From an optimization exercise on the open Yosys and OpenROAD flow, aimed at small area; shortcuts taken in it are not production practice. Function was checked by simulation only, so behaviour that the tests miss may differ from the original. Power figures rest on the tool's default switching activity, not on a simulated workload.

--- flow/design.v ---
`default_nettype none
module chan_top (
	input  wire logic                       wb_clk,
	input  wire logic                       rst_n_i,
	input  wire logic                       reg_we_i,
	input  wire logic [4-1:0]      reg_adr_i,
	input  wire logic [16-1:0]         reg_dat_i,
	output logic [16-1:0]              reg_dat_o,
	input  wire logic                       adc_vld_i,
	input  wire logic [4*12-1:0]   adc_dat_i,
	output logic [16-1:0]              tx_dat_o,
	output logic                            tx_k_o,
	output logic                            tx_vld_o,
	input  wire logic                       tx_rdy_i
);
	logic signed [12:0]  zthr;
	logic [15:0]         sthr;
	logic [3:0]          mask;
	logic [3:0]          inv;
	logic [11:0]         ped [4];
	logic [4:0]          stat;
	logic [4:0]          ovf;
	logic wr_zthr, wr_sthr;
	assign wr_zthr = reg_we_i & (reg_adr_i == 4'd0);
	assign wr_sthr = reg_we_i & (reg_adr_i == 4'd1);
	always_ff @(posedge wb_clk) begin
		if (!rst_n_i) begin
			zthr <= '0;
			sthr <= '0;
			mask <= '0;
			inv  <= '0;
			for (int n = 0; n < 4; n++) ped[n] <= '0;
		end else if (reg_we_i) begin
			case (reg_adr_i)
				4'd0: zthr <= reg_dat_i[12:0];
				4'd1: sthr <= reg_dat_i;
				4'd2: mask <= reg_dat_i[3:0];
				4'd3: inv  <= reg_dat_i[3:0];
				4'd4: ped[0] <= reg_dat_i[11:0];
				4'd5: ped[1] <= reg_dat_i[11:0];
				4'd6: ped[2] <= reg_dat_i[11:0];
				4'd7: ped[3] <= reg_dat_i[11:0];
				default: ;
			endcase
		end
	end
	logic [15:0] rd_val;
	always_comb begin
		case (reg_adr_i)
			4'd0:  rd_val = {{3{zthr[12]}}, zthr};
			4'd1:  rd_val = sthr;
			4'd2:  rd_val = {12'd0, mask};
			4'd3:  rd_val = {12'd0, inv};
			4'd4:  rd_val = {4'd0, ped[0]};
			4'd5:  rd_val = {4'd0, ped[1]};
			4'd6:  rd_val = {4'd0, ped[2]};
			4'd7:  rd_val = {4'd0, ped[3]};
			4'd15: rd_val = {11'd0, stat};
			default: rd_val = '0;
		endcase
	end
	always_ff @(posedge wb_clk) begin
		if (!rst_n_i) begin
			stat      <= '0;
			reg_dat_o <= '0;
		end else begin
			stat      <= ((reg_adr_i == 4'd15) ? 5'd0 : stat) | ovf;
			reg_dat_o <= rd_val;
		end
	end
	logic signed [12:0] zthr_nx;
	logic [15:0]        sthr_nx;
	assign zthr_nx = wr_zthr ? reg_dat_i[12:0] : zthr;
	assign sthr_nx = wr_sthr ? reg_dat_i : sthr;
	logic       load;
	logic       tv;                 
	logic [3:0] cv;                 
	logic [3:0] cpop;
	logic       tpop;
	assign load = ~tx_vld_o | tx_rdy_i;
	logic [12:0]        slot [4][8];
	logic [3:0]         cnt  [4];      
	logic [3:0]         f0;            
	logic [3:0]         pend;          
	logic signed [12:0] dm   [4];      
	logic [7:0]         hsel [4];      
	for (genvar c = 0; c < 4; c++) begin : g_chan
		logic [12:0] w, d;
		logic        full, acc, base, room;
		logic [3:0]  cnt1;
		assign w = {1'b0, adc_dat_i[c*12 +: 12]} + {1'b1, ~ped[c]} + {12'd0, ~inv[c]};
		assign d = w ^ {13{inv[c]}};
		assign dm[c] = mask[c] ? d : 13'd0;
		assign full = cnt[c][3] & ~f0[c];
		assign acc  = pend[c] & ~full;
		assign base = f0[c] & ~acc;
		assign cnt1 = cnt[c] - {3'd0, cpop[c]};
		assign room = ~cnt1[3];
		assign ovf[c] = pend[c] & full;
		assign cv[c]  = (cnt[c] != {3'd0, f0[c]});
		always_ff @(posedge wb_clk) begin
			if (!rst_n_i) begin
				cnt[c]  <= '0;
				f0[c]   <= 1'b0;
				pend[c] <= 1'b0;
			end else begin
				pend[c] <= adc_vld_i & mask[c] & ($signed(d) > zthr_nx);
				if (adc_vld_i) begin
					f0[c]  <= base | room;
					cnt[c] <= cnt1 + {3'd0, ~base & room};
				end else begin
					f0[c]  <= base;
					cnt[c] <= cnt1;
				end
			end
		end
		always_ff @(posedge wb_clk) begin
			if (adc_vld_i & (base | room))
				slot[c][0] <= d;
			if (adc_vld_i & ~base & room)
				for (int i = 1; i < 8; i++)
					slot[c][i] <= slot[c][i-1];
		end
		for (genvar i = 0; i < 8; i++) begin : g_h
			assign hsel[c][i] = (cnt[c] == 4'(i + 1));
		end
	end
	logic signed [14:0] sum_q;
	logic               vld_q;
	logic               cmp, trig_q, last_q;
	logic [15:0]        smp_cnt;        
	always_ff @(posedge wb_clk)
		sum_q <= 15'(dm[0]) + 15'(dm[1]) + 15'(dm[2]) + 15'(dm[3]);
	assign cmp = $signed({sum_q[14], sum_q}) > $signed(sthr_nx);
	always_ff @(posedge wb_clk) begin
		if (!rst_n_i) begin
			vld_q   <= 1'b0;
			trig_q  <= 1'b0;
			last_q  <= 1'b0;
			smp_cnt <= 16'hffff;
		end else begin
			vld_q  <= adc_vld_i;
			trig_q <= vld_q & cmp & ~last_q;
			if (vld_q) begin
				last_q  <= cmp;
				smp_cnt <= smp_cnt + 16'd1;
			end
		end
	end
	logic [15:0] tslot [4];
	logic [2:0]  tcnt;
	logic        tfull, tacc;
	assign tfull  = tcnt[2];
	assign tacc   = trig_q & ~tfull;
	assign ovf[4] = trig_q & tfull;
	assign tv     = (tcnt != 3'd0);
	always_ff @(posedge wb_clk) begin
		if (!rst_n_i)
			tcnt <= '0;
		else
			tcnt <= tcnt + {2'd0, tacc} - {2'd0, tpop};
	end
	always_ff @(posedge wb_clk) begin
		if (tacc) begin
			tslot[0] <= smp_cnt;
			for (int i = 1; i < 4; i++)
				tslot[i] <= tslot[i-1];
		end
	end
	logic [1:0] rr_q;
	logic [1:0] sel;
	logic       found;
	always_comb begin
		logic [1:0] idx;
		found = 1'b0;
		sel   = rr_q;
		for (int i = 1; i <= 4; i++) begin
			idx = rr_q + 2'(i);
			if (!found && cv[idx]) begin
				found = 1'b1;
				sel   = idx;
			end
		end
	end
	assign tpop = load & tv;
	always_comb
		for (int c = 0; c < 4; c++)
			cpop[c] = load & ~tv & found & (sel == 2'(c));
	logic [15:0] nxt;
	always_comb begin
		nxt = '0;
		for (int i = 0; i < 4; i++)
			if (tcnt == 3'(i + 1)) nxt = nxt | tslot[i];
		if (!tv) begin
			nxt = {1'b0, sel, 13'd0};
			for (int c = 0; c < 4; c++)
				for (int i = 0; i < 8; i++)
					if (sel == 2'(c) && hsel[c][i]) nxt[12:0] = nxt[12:0] | slot[c][i];
		end
	end
	always_ff @(posedge wb_clk) begin
		if (!rst_n_i) begin
			tx_vld_o <= 1'b0;
			tx_k_o   <= 1'b0;
			rr_q     <= '0;
		end else if (load) begin
			tx_vld_o <= tv | found;
			tx_k_o   <= tv;
			if (!tv && found)
				rr_q <= sel;
		end
	end
	always_ff @(posedge wb_clk)
		if (load)
			tx_dat_o <= nxt;
endmodule
`default_nettype wire
--- flow/run.sh ---
#!/bin/bash
# synth_recipe.tcl (not shown) runs the flow's synth.tcl, then flattens the netlist and writes it again
# the make line also repeats each setting of config.mk as NAME=value (left out here)
make -C /OpenROAD-flow-scripts/flow DESIGN_CONFIG=/design/flow/config.mk WORK_HOME=/design/flow/orfs CLKGATE_MAP_FILE= SYNTH_SCRIPT=/design/flow/synth_recipe.tcl finish
--- flow/config.mk ---
export PLATFORM = sky130hd
export DESIGN_NAME = chan_top
export DESIGN_NICKNAME = chan_top
export VERILOG_FILES = /design/flow/design.v
export SDC_FILE = /design/flow/constraint.sdc
export NUM_CORES = 4
export LEC_CHECK = 0
export CAP_MARGIN = 20
export CORE_MARGIN = 2
export CORE_UTILIZATION = 40
export SLEW_MARGIN = 20
--- flow/constraint.sdc ---
create_clock -name core_clock -period 5.0 [get_ports {wb_clk}]
set_input_delay 1.0000 -clock core_clock [delete_from_list [all_inputs] [get_ports {wb_clk}]]
set_output_delay 1.0000 -clock core_clock [all_outputs]
set_load 0.01 [all_outputs]
==> run summary <==
-- layout make-up --
class / instances / area share
clock buffers: 106 / 0.0555
clock inverters: 30 / 0.0101
inverters: 134 / 0.0130
multi-input cells: 1707 / 0.331
flip-flops and latches: 667 / 0.470
well taps: 1050 / 0.0337
repair buffers: 397 / 0.0862
-- routing by layer --
layer  vias up  wire, um  global-route usage
li1      10542         -                   -
met1     11689     44200               0.342
met2      1091     52100               0.444
met3       215      7940              0.0443
met4         0      5140               0.115
met5         -         0                   0
-- power breakdown --
| part | switching [mW] | internal [mW] | leakage (nW) |
|---|---|---|---|
| sequential | 0.960 | 7.84 | 6.09 |
| clock | 2.34 | 3.40 | 1.24 |
| combinational | 4.00 | 2.14 | 7.17 |
| total | 7.30 | 13.4 | 14.5 |
-- timing repair --
item,4_1_cts,5_1_grt
pin swaps,47,65
endpoints found under the setup margin,7,7
resized for setup,52,62
setup buffers,9,8
-- path summary, 6_finish.rpt --
check | end | slack [ns] | start
hold / removal | slot[18][5] | 0.44 | slot[17][5]
hold reg to reg | slot[18][5] | 0.44 | slot[17][5]
setup / recovery | sum_q[14] | -0.02 | adc_dat_i[12]
setup reg to reg | sum_q[14] | 0 | ped[2][0]
-- cell usage in the layout, fill, tap and decap left out, drive strengths merged, types with 12 or more instances in the layout --
master	Yosys	final
a21o	37	37
a21oi	177	177
a221oi	26	26
a222oi	30	30
a22o	21	21
a22oi	54	54
a31oi	21	21
a32oi	19	19
and2	40	40
and3	25	25
buf	32	294
clkbuf	87	106
clkdlybuf4s50	0	98
clkinv	0	18
dfxtp	171	171
edfxtp	496	496
fa	36	36
ha	145	145
inv	134	137
mux2i	89	89
nand2	264	264
nand2b	12	12
nand3	59	59
nand4	28	28
nor2	169	169
nor2b	22	22
nor3	42	42
nor4	23	23
o21a	16	16
o21ai	59	59
xnor2	82	82
xor2	56	56
-- stage by stage --
step	worst slack [ns]	area, sq um	hold slack (ns)
floorplan	-0.361	31700	0.417
global placement	-1.13	35800	0.425
detailed placement	-1.22	35900	0.432
CTS	-0.226	38700	0.445
global route	-0.209	39000	0.450
finish	-0.0228	39000	0.441
-- sequential cells by signal, summed over array words and instances, names as in the netlist, 16 cells and up --
signal     count
slot         416
smp_cnt       16
reg_dat_o     16
tx_dat_o      16
cnt           16
sthr          16
ped           48
tslot         64
-- worst max-delay path, delay by kind of cell --
kind	cells	cell delay, ns
AND/OR/NAND/NOR	5	1.01
XOR/XNOR	1	0.14
adder cells (fa/ha/maj)	5	2.03
AO/OA/AOI/OAI	7	1.24
buffers and inverters	2	0.15
-- cells by family after synthesis --
| family | count (synthesis) |
|---|---|
| xor gates and xnor gates | 138 |
| and+or+nand+nor | 723 |
| DFF | 667 |
| muxes | 100 |
| adders and majority gates | 181 |
| AOI/OAI and AO/OA | 565 |
| buffers and inverters | 253 |
==> run summary <==
- DIE AREA: 81400 sq um
- Synth Area in Simple Gates: 0.112
- Crit path largest cell delay: 0.53 ns
- Peak supply drop: 0.327 mV
- Post-route ant nets: 0
- Setup TNS: -0.0228 ns
- First-pass GRT wire length: 159000 um
- Chip Height: 285 um
- Min setup slack post-route: -0.0228 ns
- Final Cycle Share: 1.00
- CP Launch Type: input port
- DR pass1 iterations: 7
- Synth async-reset ratio: 0
- Crit end category: flip-flop
- Netlist cell types: 97
- Clk sinks: 667
- Crit-path max FO: 2
- Synth top cells by count: edfxtp_1, nand2_1, a21oi_1, dfxtp_1, nor2_1
- Dpl cells: 3939
- Most common cell in the synthesized netlist: edfxtp_1
- H-tree levels: 3
- Drt via density: 5.75
- Number of CTS-inserted buffers: 77
- Fin cells: between 4000 and 5000
- Core Rows: 103
- Fmax: 199 MHz
- Power, Total: 20.7 mW
- Final Hold Fails: 0
- Multi-input logic area: 12900 sq um
- Worst Tran Pin Value: ~1.1 ns
- Worst Path Required: 5.55 ns
- Drt drc: 0
- Synth top area share: 0.471
- Xor/xnor share of the synthesized area: 0.0384
- Core Util, Final: 0.496
- Worst hold stages: 0
- Hold-fix buffers at CTS: 0
- SO Faults: setup timing
- RSZ-0062 raised after global routing: true
- Routability cong.: between 0.9 and 1
- Nets: 3238
- Outcome: finished with violations
- Complex-gate fraction of the synthesized area: 0.125
- Post-synth top flop: edfxtp_1
- Syn nets: 2881
- Initial Utilization: 0.403
- Rel. slew slack: 0.271
- Main combinational cell family by area after synthesis: compound AO/OA/AOI/OAI gates
- Reg clk slew, reported paths: 0.06 ns
- Critical path cell sequence: buf_2 > fa_2 > fa_2 > a21o_1 > a21o_1 > a2111oi_4 > nor3_2 > a21oi_2 > xnor2_2 > nand2_1 > fa_1 > inv_2 > fa_1 > ha_4 > and3_4 > a21oi_2 > o21ai_2 > or4_4 > and3_4 > a211oi_2
- Vias in the first global route: roughly 24000
- Register area: ~18000 sq um
- #FFs+latches synth: 667
- PwrDens: 531 nW/um^2
- Crit Path Class: in2reg
- Sequential cell area fraction in the yosys report: 0.579
- GRT Total Usage: 0.266
- Top Ports: 107
- Largest net degree at the start of global routing: 75
- # fillers: about 7000
- Top cells by area, synth: edfxtp_1, dfxtp_1, ha_1, nand2_1, mux2i_1
- Biggest area consumer among synthesized cells: edfxtp_1
- Max Slew Vio Count: 0
- R2R cell count: 20
- Mux share of post-synthesis cell area: 0.0331
- Path type of the worst min-delay path: reg2reg
- Synth Cell Area: 31600 sq um
- CTS max path bufs: 3
- Yosys warns: 7
- Period minus WS final: between 5 and 6 ns
- TritonCTS clock tree: built
- Final WL: 109000 um
- Slowest CP cell: fa_1
- Wire per inst: ~27 um
- Detailed placement HPWL: between 80000 and 90000 um
- Number of port buffers: 106
- Layout cells sized above 1: 0.184
- Layout Skew: 0.0522 ns
- Die width: between 200 and 300 um
- Critical path data arrival time: 5.57 ns
- Vias: approximately 24000
- Synth Area in Adders: 0.0801
- Root Driver: clkbuf_16
- Iter 0 DRT Violations: 2480
- Mapped Cells: about 2600
- Setup violators final: 1
- Clock latency on the worst-skew pair: 0.65 ns
- # diodes: 0
- Syn Area/Cell: 12.0 sq um
- Synth-to-Final Area Change: 23.1%
- Pleak: 14.5 nW
- Total grt overflow: 0
- Placeable Area: 78600 sq um
- EDFF count, synth: 496
- Max_cap viols: 0
- Initial antenna violation count: 1

[separate check: timing with driven ports]
The flow's constraints put no driver on any port. The routed layout listed below was extracted and timed again, unchanged, in two steps. Step 1: set_driving_cell puts a clkbuf_16 on wb_clk and a buf_2 on each other input, an assumption about the parent block. Step 2 adds t to the input delays and takes it off the output delays; t is the mean of the earliest and latest rising clock arrival at the registers after step 1. Input paths then give back, and output paths get back, about the clock's delay inside the block. a / b / c = no drivers / after step 1 / after step 2; a / b = the first two.
t (ns): 0.690
setup slack, ns: -0.023 / -0.001 / -0.675
worst hold slack (ns): 0.441 / 0.441 / 0.441
worst setup path after step 2: input to register
clock arrival spread, ns: 0.052 / 0.053
For this run, drivers alone change the setup slack by +0.022 ns; drivers and shift together by -0.652 ns.
